Context: an optimization exercise on an open-source flow, tuned for small area and a short achievable clock period. The choices shown serve that exercise and are no tape-out recipe. At most, simulation tests tie the RTL to the original design; equivalence was not proved. Power figures rest on the tool's default switching activity, not on a simulated workload.

==> flow/design.v <==
`timescale 1ns/1ps
module inst_decoder (
    input  logic [31:0] inst,
    output logic [4:0]  alu_op,
    output logic [4:0]  rd,
    output logic [4:0]  rs1,
    output logic [4:0]  rs2,
    output logic        has_rd,
    output logic        has_rs2
);
    logic [2:0] f3;
    assign f3 = inst[14:12];
    always_comb begin
        case (f3)
            3'h0: alu_op[3:0] = {3'b000, inst[30] & inst[5]};
            3'h1: alu_op[3:0] = 4'd2;
            3'h2: alu_op[3:0] = 4'd3;
            3'h3: alu_op[3:0] = 4'd4;
            3'h4: alu_op[3:0] = 4'd5;
            3'h5: alu_op[3:0] = {3'b011, inst[30]};
            3'h6: alu_op[3:0] = 4'd8;
            default: alu_op[3:0] = 4'd9;
        endcase
        alu_op[4] = !inst[5];
    end
    assign has_rd  = inst[4] || !inst[5];
    assign has_rs2 = inst[5];
    assign rd      = inst[11:7];
    assign rs1     = inst[19:15];
    assign rs2     = inst[24:20];
endmodule
module issue_check (
    input  logic [31:0] inst,
    input  logic        inst_valid,
    input  logic [3:0]  busy,
    input  logic [3:0]  pend,        
    input  logic [19:0] dst,         
    output logic        issue_ok,
    output logic [3:0]  fire
);
    logic       opc_ok, f7_mid, a, b;
    logic [2:0] f3;
    logic [1:0] cls;
    logic [3:0] sel;
    logic [3:0] hit;
    logic       waw;
    assign opc_ok = inst[1] && inst[0] && !inst[2] && !inst[3] && !inst[6];
    assign cls    = inst[5:4];      
    assign f3     = inst[14:12];
    assign f7_mid = !(inst[31] || inst[29] || inst[28] || inst[27] || inst[26]);
    assign a      = inst[30];
    assign b      = inst[25];
    always_comb begin
        sel = '0;
        case (cls)
            2'b11: begin
                sel[0] = f7_mid && !b && (!a || f3 == 3'h0 || f3 == 3'h5);
                sel[2] = f7_mid && !a && b && !f3[2];
                sel[3] = f7_mid && !a && b && f3[2];
            end
            2'b01: begin
                sel[0] = (f3 == 3'h1) ? (f7_mid && !a && !b) :
                         (f3 == 3'h5) ? (f7_mid && !b) : 1'b1;
            end
            2'b00: sel[1] = !(f3 == 3'h3 || f3 == 3'h6 || f3 == 3'h7);
            default: sel[1] = !f3[2] && !(f3[1] && f3[0]);
        endcase
        sel = sel & {4{opc_ok}};
    end
    always_comb begin
        for (int u = 0; u < 4; u++) begin
            hit[u] = pend[u] && (dst[5*u +: 5] == inst[11:7]);
        end
    end
    assign waw      = (inst[4] || !inst[5]) && (|hit);
    assign issue_ok = |(sel & ~busy) && !waw;
    assign fire     = {4{inst_valid && !waw}} & sel & ~busy;
endmodule
`timescale 1ns/1ps
`timescale 1ns/1ps
module read_dispatch (
    input  logic [3:0]   r1,
    input  logic [3:0]   r2,
    input  logic [4:0]   op_alu,
    input  logic [3:0]   op_mem,
    input  logic [1:0]   op_mul,
    input  logic [1:0]   op_div,
    input  logic [19:0]  s1,         
    input  logic [19:0]  s2,
    output logic [3:0]   rg,
    output logic [18:0]  read
);
    logic [3:0] rreq;
    assign rreq  = r1 & r2;
    assign rg[0] = rreq[0];
    assign rg[1] = rreq[1] && !rreq[0];
    assign rg[2] = rreq[2] && !rreq[1] && !rreq[0];
    assign rg[3] = rreq[3] && !rreq[2] && !rreq[1] && !rreq[0];
    assign read[18]    = |rreq;
    assign read[17]    = rg[3];
    assign read[16]    = rg[1] || rg[2];
    assign read[15]    = rg[0] || rg[2];
    assign read[14:10] = ({5{rg[0]}} & op_alu) | ({5{rg[1]}} & {1'b0, op_mem}) |
                         ({5{rg[2]}} & {3'b000, op_mul}) | ({5{rg[3]}} & {3'b000, op_div});
    assign read[9:5]   = ({5{rg[0]}} & s1[4:0])   | ({5{rg[1]}} & s1[9:5]) |
                         ({5{rg[2]}} & s1[14:10]) | ({5{rg[3]}} & s1[19:15]);
    assign read[4:0]   = ({5{rg[0]}} & s2[4:0])   | ({5{rg[1]}} & s2[9:5]) |
                         ({5{rg[2]}} & s2[14:10]) | ({5{rg[3]}} & s2[19:15]);
endmodule
`timescale 1ns/1ps
module writeback_select (
    input  logic [3:0]   done,
    input  logic [3:0]   r1,
    input  logic [3:0]   r2,
    input  logic [15:0]  m1,
    input  logic [15:0]  m2,
    input  logic [19:0]  dst,        
    output logic [3:0]   wg,
    output logic [8:0]   wb
);
    logic [3:0] war;
    logic [3:0] wreq;
    always_comb begin
        for (int u = 0; u < 4; u++) begin
            war[u] = 1'b0;
            for (int j = 0; j < 4; j++) begin
                if (j != u) war[u] = war[u] || (r1[j] && m1[4*j+u]) || (r2[j] && m2[4*j+u]);
            end
        end
    end
    assign wreq  = done & ~war;
    assign wg[0] = wreq[0];
    assign wg[1] = wreq[1] && !wreq[0];
    assign wg[2] = wreq[2] && !wreq[1] && !wreq[0];
    assign wg[3] = wreq[3] && !wreq[2] && !wreq[1] && !wreq[0];
    assign wb[8]   = |wreq;
    assign wb[7]   = wg[3];
    assign wb[6]   = wg[1] || wg[2];
    assign wb[5]   = wg[0] || wg[2];
    assign wb[4:0] = ({5{wg[0]}} & dst[4:0])   | ({5{wg[1]}} & dst[9:5]) |
                     ({5{wg[2]}} & dst[14:10]) | ({5{wg[3]}} & dst[19:15]);
endmodule
`timescale 1ns/1ps
module sb_top (
    input  logic        clk,
    input  logic        rst,
    input  logic        inst_valid,
    input  logic [31:0] inst,
    input  logic [3:0]  fu_done,      
    output logic        issue_ok,
    output logic [18:0] read,
    output logic [8:0]  wb
);
    localparam int N = 4;
    logic [4:0] alu_op;
    logic [4:0] rd, rs1, rs2;
    logic       has_rd, has_rs2;
    logic [N-1:0]        busy_q;
    logic [N-1:0]        done_q;
    logic [N-1:0]        r1_q;       
    logic [N-1:0]        r2_q;
    logic [N-1:0]        took_q;     
    logic [N-1:0]        pend_q;     
    logic [N-1:0][4:0]   dst_q;
    logic [N-1:0][4:0]   s1_q;
    logic [N-1:0][4:0]   s2_q;
    logic [N-1:0][N-1:0] m1_q;       
    logic [N-1:0][N-1:0] m2_q;
    logic [4:0]          op_alu_q;
    logic [3:0]          op_mem_q;
    logic [1:0]          op_mul_q;
    logic [1:0]          op_div_q;
    logic [N-1:0] e1, e2, f1, f2, fire;
    logic [N-1:0] rg, wg, wake1, wake2;
    logic         w1_new, w2_new, rdnz;
    inst_decoder decoder_i (
        .inst    (inst),
        .alu_op  (alu_op),
        .rd      (rd),
        .rs1     (rs1),
        .rs2     (rs2),
        .has_rd  (has_rd),
        .has_rs2 (has_rs2)
    );
    issue_check issue_i (
        .inst       (inst),
        .inst_valid (inst_valid),
        .busy       (busy_q),
        .pend       (pend_q),
        .dst        (dst_q),
        .issue_ok   (issue_ok),
        .fire       (fire)
    );
    read_dispatch read_i (
        .r1     (r1_q),
        .r2     (r2_q),
        .op_alu (op_alu_q),
        .op_mem (op_mem_q),
        .op_mul (op_mul_q),
        .op_div (op_div_q),
        .s1     (s1_q),
        .s2     (s2_q),
        .rg     (rg),
        .read   (read)
    );
    writeback_select wb_i (
        .done (done_q),
        .r1   (r1_q),
        .r2   (r2_q),
        .m1   (m1_q),
        .m2   (m2_q),
        .dst  (dst_q),
        .wg   (wg),
        .wb   (wb)
    );
    assign rdnz = has_rd && (|rd);
    always_comb begin
        for (int u = 0; u < N; u++) begin
            e1[u]  = pend_q[u] && (dst_q[u] == rs1);
            e2[u]  = pend_q[u] && (dst_q[u] == rs2) && has_rs2;
            f1[u]  = rdnz && (s1_q[u] == rd);
            f2[u]  = rdnz && (s2_q[u] == rd);
        end
    end
    always_comb begin
        for (int j = 0; j < N; j++) begin
            wake1[j] = 1'b0;
            wake2[j] = 1'b0;
            for (int u = 0; u < N; u++) begin
                if (u != j) begin
                    wake1[j] = wake1[j] || (wg[u] && m1_q[j][u]);
                    wake2[j] = wake2[j] || (wg[u] && m2_q[j][u]);
                end
            end
            wake1[j] = wake1[j] && !r1_q[j] && !took_q[j];
            wake2[j] = wake2[j] && !r2_q[j] && !took_q[j];
        end
    end
    assign w1_new = |(e1 & ~wg);
    assign w2_new = |(e2 & ~wg);
    always_ff @(posedge clk or posedge rst) begin
        if (rst) begin
            busy_q <= '0;
            pend_q <= '0;
            done_q <= '0;
            r1_q   <= '0;
            r2_q   <= '0;
        end else begin
            for (int j = 0; j < N; j++) begin
                if (busy_q[j]) begin
                    busy_q[j] <= !wg[j];
                    pend_q[j] <= pend_q[j] && !wg[j];
                    done_q[j] <= !wg[j] && (done_q[j] || fu_done[j]);
                    r1_q[j]   <= !wg[j] && ((r1_q[j] && !rg[j]) || wake1[j]);
                    r2_q[j]   <= !wg[j] && ((r2_q[j] && !rg[j]) || wake2[j]);
                end else begin
                    busy_q[j] <= fire[j];
                    pend_q[j] <= fire[j] && rdnz;
                    done_q[j] <= 1'b0;
                    r1_q[j]   <= fire[j] && !w1_new;
                    r2_q[j]   <= fire[j] && !w2_new;
                end
            end
        end
    end
    always_ff @(posedge clk) begin
        for (int j = 0; j < N; j++) begin
            if (busy_q[j]) begin
                took_q[j] <= took_q[j] || rg[j];
                for (int u = 0; u < N; u++) begin
                    if (u != j && !busy_q[u]) begin
                        m1_q[j][u] <= f1[j];
                        m2_q[j][u] <= f2[j];
                    end
                end
            end else begin
                took_q[j] <= 1'b0;
                dst_q[j] <= has_rd ? rd : 5'd0;
                s1_q[j]  <= rs1;
                s2_q[j]  <= has_rs2 ? rs2 : 5'd0;
                for (int u = 0; u < N; u++) begin
                    if (u != j) begin
                        m1_q[j][u] <= e1[u];
                        m2_q[j][u] <= e2[u];
                    end
                end
            end
        end
        if (!busy_q[0]) op_alu_q <= alu_op;
        if (!busy_q[1]) op_mem_q <= {inst[14:12], inst[5]};
        if (!busy_q[2]) op_mul_q <= inst[13:12];
        if (!busy_q[3]) op_div_q <= inst[13:12];
    end
endmodule
export LEC_CHECK = 0
export CAP_MARGIN = 20
export CORE_MARGIN = 2
export CORE_UTILIZATION = 40
export SETUP_SLACK_MARGIN = 2.0
export SLEW_MARGIN = 20
create_clock -name core_clock -period 5.5 [get_ports {clk}]
standard.sh (not shown) runs the stock make flow with config.mk's settings and CLKGATE_MAP_FILE= SYNTH_SCRIPT=/design/flow/synth_recipe.tcl, a recipe that flattens the netlist after the stock synthesis.
==> flow/flow/run.sh <==
#!/bin/bash
# The standard layout (standard.sh, unchanged synthesis and steps), except that
# the port buffers are plain buffers (buf_2) instead of the delay cells that
# buffer_ports picks by default; the resizer still sizes them as timing needs.
set -euo pipefail
export BUFFER_PORTS_ARGS="-buffer_cell sky130_fd_sc_hd__buf_2"
bash standard.sh BUFFER_PORTS_ARGS="$BUFFER_PORTS_ARGS" finish > standard.log 2>&1
The first run went through all stages and came out clean.
Change:
--- a/flow/design.v
+++ b/flow/design.v
@@ -34,5 +34,4 @@
     input  logic        inst_valid,
     input  logic [3:0]  busy,
-    input  logic [3:0]  pend,        
     input  logic [19:0] dst,         
     output logic        issue_ok,
@@ -70,5 +69,5 @@
     always_comb begin
         for (int u = 0; u < 4; u++) begin
-            hit[u] = pend[u] && (dst[5*u +: 5] == inst[11:7]);
+            hit[u] = busy[u] && (|dst[5*u +: 5]) && (dst[5*u +: 5] == inst[11:7]);
         end
     end
@@ -161,5 +160,4 @@
     logic [N-1:0]        r2_q;
     logic [N-1:0]        took_q;     
-    logic [N-1:0]        pend_q;     
     logic [N-1:0][4:0]   dst_q;
     logic [N-1:0][4:0]   s1_q;
@@ -171,5 +169,5 @@
     logic [1:0]          op_mul_q;
     logic [1:0]          op_div_q;
-    logic [N-1:0] e1, e2, f1, f2, fire;
+    logic [N-1:0] dnz, e1, e2, f1, f2, fire;
     logic [N-1:0] rg, wg, wake1, wake2;
     logic         w1_new, w2_new, rdnz;
@@ -187,5 +185,4 @@
         .inst_valid (inst_valid),
         .busy       (busy_q),
-        .pend       (pend_q),
         .dst        (dst_q),
         .issue_ok   (issue_ok),
@@ -217,6 +214,7 @@
     always_comb begin
         for (int u = 0; u < N; u++) begin
-            e1[u]  = pend_q[u] && (dst_q[u] == rs1);
-            e2[u]  = pend_q[u] && (dst_q[u] == rs2) && has_rs2;
+            dnz[u] = |dst_q[u];
+            e1[u]  = dnz[u] && (dst_q[u] == rs1);
+            e2[u]  = dnz[u] && (dst_q[u] == rs2) && has_rs2;
             f1[u]  = rdnz && (s1_q[u] == rd);
             f2[u]  = rdnz && (s2_q[u] == rd);
@@ -237,10 +235,9 @@
         end
     end
-    assign w1_new = |(e1 & ~wg);
-    assign w2_new = |(e2 & ~wg);
+    assign w1_new = |(busy_q & e1 & ~wg);
+    assign w2_new = |(busy_q & e2 & ~wg);
     always_ff @(posedge clk or posedge rst) begin
         if (rst) begin
             busy_q <= '0;
-            pend_q <= '0;
             done_q <= '0;
             r1_q   <= '0;
@@ -250,5 +247,4 @@
                 if (busy_q[j]) begin
                     busy_q[j] <= !wg[j];
-                    pend_q[j] <= pend_q[j] && !wg[j];
                     done_q[j] <= !wg[j] && (done_q[j] || fu_done[j]);
                     r1_q[j]   <= !wg[j] && ((r1_q[j] && !rg[j]) || wake1[j]);
@@ -256,5 +252,4 @@
                 end else begin
                     busy_q[j] <= fire[j];
-                    pend_q[j] <= fire[j] && rdnz;
                     done_q[j] <= 1'b0;
                     r1_q[j]   <= fire[j] && !w1_new;
Outcome:
- die area shrinks by a few percent
- fmax grows slightly
- final area shrinks by a few percent
- power grows by roughly a tenth
- wire length shrinks by a few percent
- worst hold slack gains 0.034 ns
- final cell count shrinks by a few percent
- worst setup slack gains 0.046 ns
- clock-buffer cell count stays the same
- synthesized cell count shrinks by a few percent
- clock power shrinks by a few percent
- combinational power grows by well over a third
Function not checked in the first run of this note: the RTL went through the layout flow alone.

==> what the ideal ports hide <==
The flow's constraints put no driver on any port. The routed layouts listed below were extracted and timed again, unchanged, in two steps.
Step 1, drivers: a clkbuf_16 drives clk and a buf_2 each remaining input, both assumed.
Step 2 moves the port delays by t, midway between the first and last clock arrival at a register: inputs arrive t later, outputs are due t later. That takes back most of the time a late clock gives input paths.
Three values: ideal, step 1, step 2; two values: the first two.
| run | shift t [ns] | setup slack, ns | cell pins on the clock port's net |
|---|---|---|---|
| the first run | 0.465 | 1.960 / 1.900 / 1.900 | 1 |
| the second run | 0.464 | 2.007 / 1.964 / 1.996 | 1 |
After both steps every run listed still meets setup and hold. For the first run, which loses most, drivers alone change the setup slack by -0.060 ns; drivers and shift together by -0.060 ns.
